From an optimization exercise on the open Yosys and OpenROAD flow, aimed at small area, a short achievable clock period and few clock cycles per item; shortcuts taken in it are not production practice.
Where RTL was checked, it was by simulation tests only, not by an equivalence proof against the original.
Power is estimated from default activity; no workload was simulated.

== rev 12 ==
==> module fx_round_sat, before the edit <==
module fx_round_sat #(
  parameter int unsigned N     = nn_pkg::N,
  parameter int unsigned FRAC  = nn_pkg::FRAC,
  parameter int unsigned ACC_W = 72
) (
  input  logic [ACC_W-1:0]    acc_s,
  input  logic [ACC_W-1:0]    acc_c,
  input  logic                relu_en,
  output logic signed [N-1:0] out,
  output logic                sat
);
  localparam int unsigned K  = FRAC + N - 1;    
  localparam int unsigned LV = (ACC_W > 64) ? 7 : (ACC_W > 32) ? 6 : (ACC_W > 16) ? 5 : 4;
  logic [ACC_W-1:0] p, g, t;
  logic [ACC_W-1:0] pg [LV+1];
  logic [ACC_W-1:0] pp [LV+1];
  logic [ACC_W-1:0] cin;       
  logic [ACC_W-1:0] total;
  logic             ones_hi, zeros_hi, sgn, kill;
  logic signed [N-1:0] res;
  assign p = acc_s ^ acc_c;
  assign g = acc_s & acc_c;
  assign t = acc_s | acc_c;
  assign pg[0] = g;
  assign pp[0] = p;
  for (genvar l = 0; l < LV; l++) begin : g_lvl
    for (genvar i = 0; i < ACC_W; i++) begin : g_bit
      if ((i >> l) & 1) begin : g_join
        localparam int J = ((i >> l) << l) - 1;
        assign pg[l+1][i] = pg[l][i] | (pp[l][i] & pg[l][J]);
        assign pp[l+1][i] = pp[l][i] & pp[l][J];
      end else begin : g_pass
        assign pg[l+1][i] = pg[l][i];
        assign pp[l+1][i] = pp[l][i];
      end
    end
  end
  assign cin   = {pg[LV][ACC_W-2:0], 1'b0};
  assign total = p ^ cin;
  always_comb begin
    ones_hi  = 1'b1;
    zeros_hi = 1'b1;
    for (int i = K + 1; i < ACC_W; i++) begin
      ones_hi  = ones_hi & (p[i] ^ g[i-1]);
      zeros_hi = zeros_hi & ~(p[i] ^ t[i-1]);
    end
    sat  = total[K] ? ~ones_hi : ~zeros_hi;
    sgn  = total[ACC_W-1];
    res  = sat ? {sgn, {(N-1){~sgn}}} : total[K:FRAC];
    kill = relu_en & res[N-1];
    out  = kill ? '0 : res;
  end
endmodule
==> flow/config.mk <==
export PLATFORM = sky130hd
export DESIGN_NAME = dense_neuron_mac
export DESIGN_NICKNAME = dense_neuron_mac
export VERILOG_FILES = /design/flow/design.v
export SDC_FILE = /design/flow/constraint.sdc
export NUM_CORES = 4
export LEC_CHECK = 0
export CAP_MARGIN = 20
export CORE_MARGIN = 2
export CORE_UTILIZATION = 50
export SLEW_MARGIN = 20
==> flow/constraint.sdc <==
create_clock -name core_clock -period 12.0 [get_ports {clk}]
set_input_delay 2.4000 -clock core_clock [delete_from_list [all_inputs] [get_ports {clk}]]
set_output_delay 2.4000 -clock core_clock [all_outputs]
set_load 0.01 [all_outputs]
standard.sh (not shown) runs the stock make flow with config.mk's settings and CLKGATE_MAP_FILE= SYNTH_SCRIPT=/design/flow/synth_recipe.tcl, a recipe that flattens the netlist after the stock synthesis.
==> flow/flow/run.sh <==
#!/bin/bash
set -euo pipefail
bash standard.sh 'BUFFER_PORTS_ARGS=-buffer_cell sky130_fd_sc_hd__buf_2' SETUP_SLACK_MARGIN=8.3 TNS_END_PERCENT=0 SKIP_INCREMENTAL_REPAIR=1 finish > flow_standard.log 2>&1
Rev 12 went all the way through synthesis, placement and routing and the layout is clean on timing, DRC and antenna.
Testbench counts of rev 12, summed over its fixed seeds: cycles 13,071, beats 11,791.
## Diff of input files: rev 13 against rev 12
--- a/flow/design.v
+++ b/flow/design.v
@@ -22,7 +22,7 @@
   output logic                sat
 );
   localparam int unsigned K  = FRAC + N - 1;    
-  localparam int unsigned LV = (ACC_W > 64) ? 7 : (ACC_W > 32) ? 6 : (ACC_W > 16) ? 5 : 4;
+  localparam int unsigned LV = $clog2(ACC_W);
   logic [ACC_W-1:0] p, g, t;
   logic [ACC_W-1:0] pg [LV+1];
   logic [ACC_W-1:0] pp [LV+1];
--- outcome ---
Compared with rev 12, in rev 13 multi-input gate share of total cell area barely changed; number of fill cells in the layout barely changed; total power barely changed. Reported for rev 13 and rev 12, total vias in the final route turned out identical to the last digit. For leakage power summed over all cells, rev 13 and rev 12 come out practically identical. Average instance area after synthesis delta (rev 12 -> rev 13): insignificant. Final wirelength came out exactly the same in rev 13 and rev 12. Comparing rev 13 against rev 12, there is no change at all in design area.
Only the layout flow was run in rev 13; the RTL was not checked for function there.

==> static timing again, ports no longer ideal <==
No port has a modelled driver above. Below, the same layouts with a new extraction and two added sets of constraints.
Step 1 (the two cells are an assumption about what drives the block):
set clk [get_ports {clk}]
set_driving_cell -lib_cell sky130_fd_sc_hd__clkbuf_16 $clk
set_driving_cell -lib_cell sky130_fd_sc_hd__buf_2 [delete_from_list [all_inputs] $clk]
Step 2 also shifts input and output timing later by t, the mid clock arrival at the registers, as if the neighbouring blocks saw the same clock.
Slacks: ideal ports / drivers / drivers and shift; pairs: ideal ports / drivers.
| run | t, ns | setup WS [ns] | worst data-port slew with drivers (ns) |
|---|---|---|---|
| rev 12 | 0.643 | 7.947 / 7.947 / 7.629 | 0.05 |
| rev 13 | 0.643 | 7.947 / 7.947 / 7.629 | 0.05 |
After both steps setup and hold are still met in every run listed.
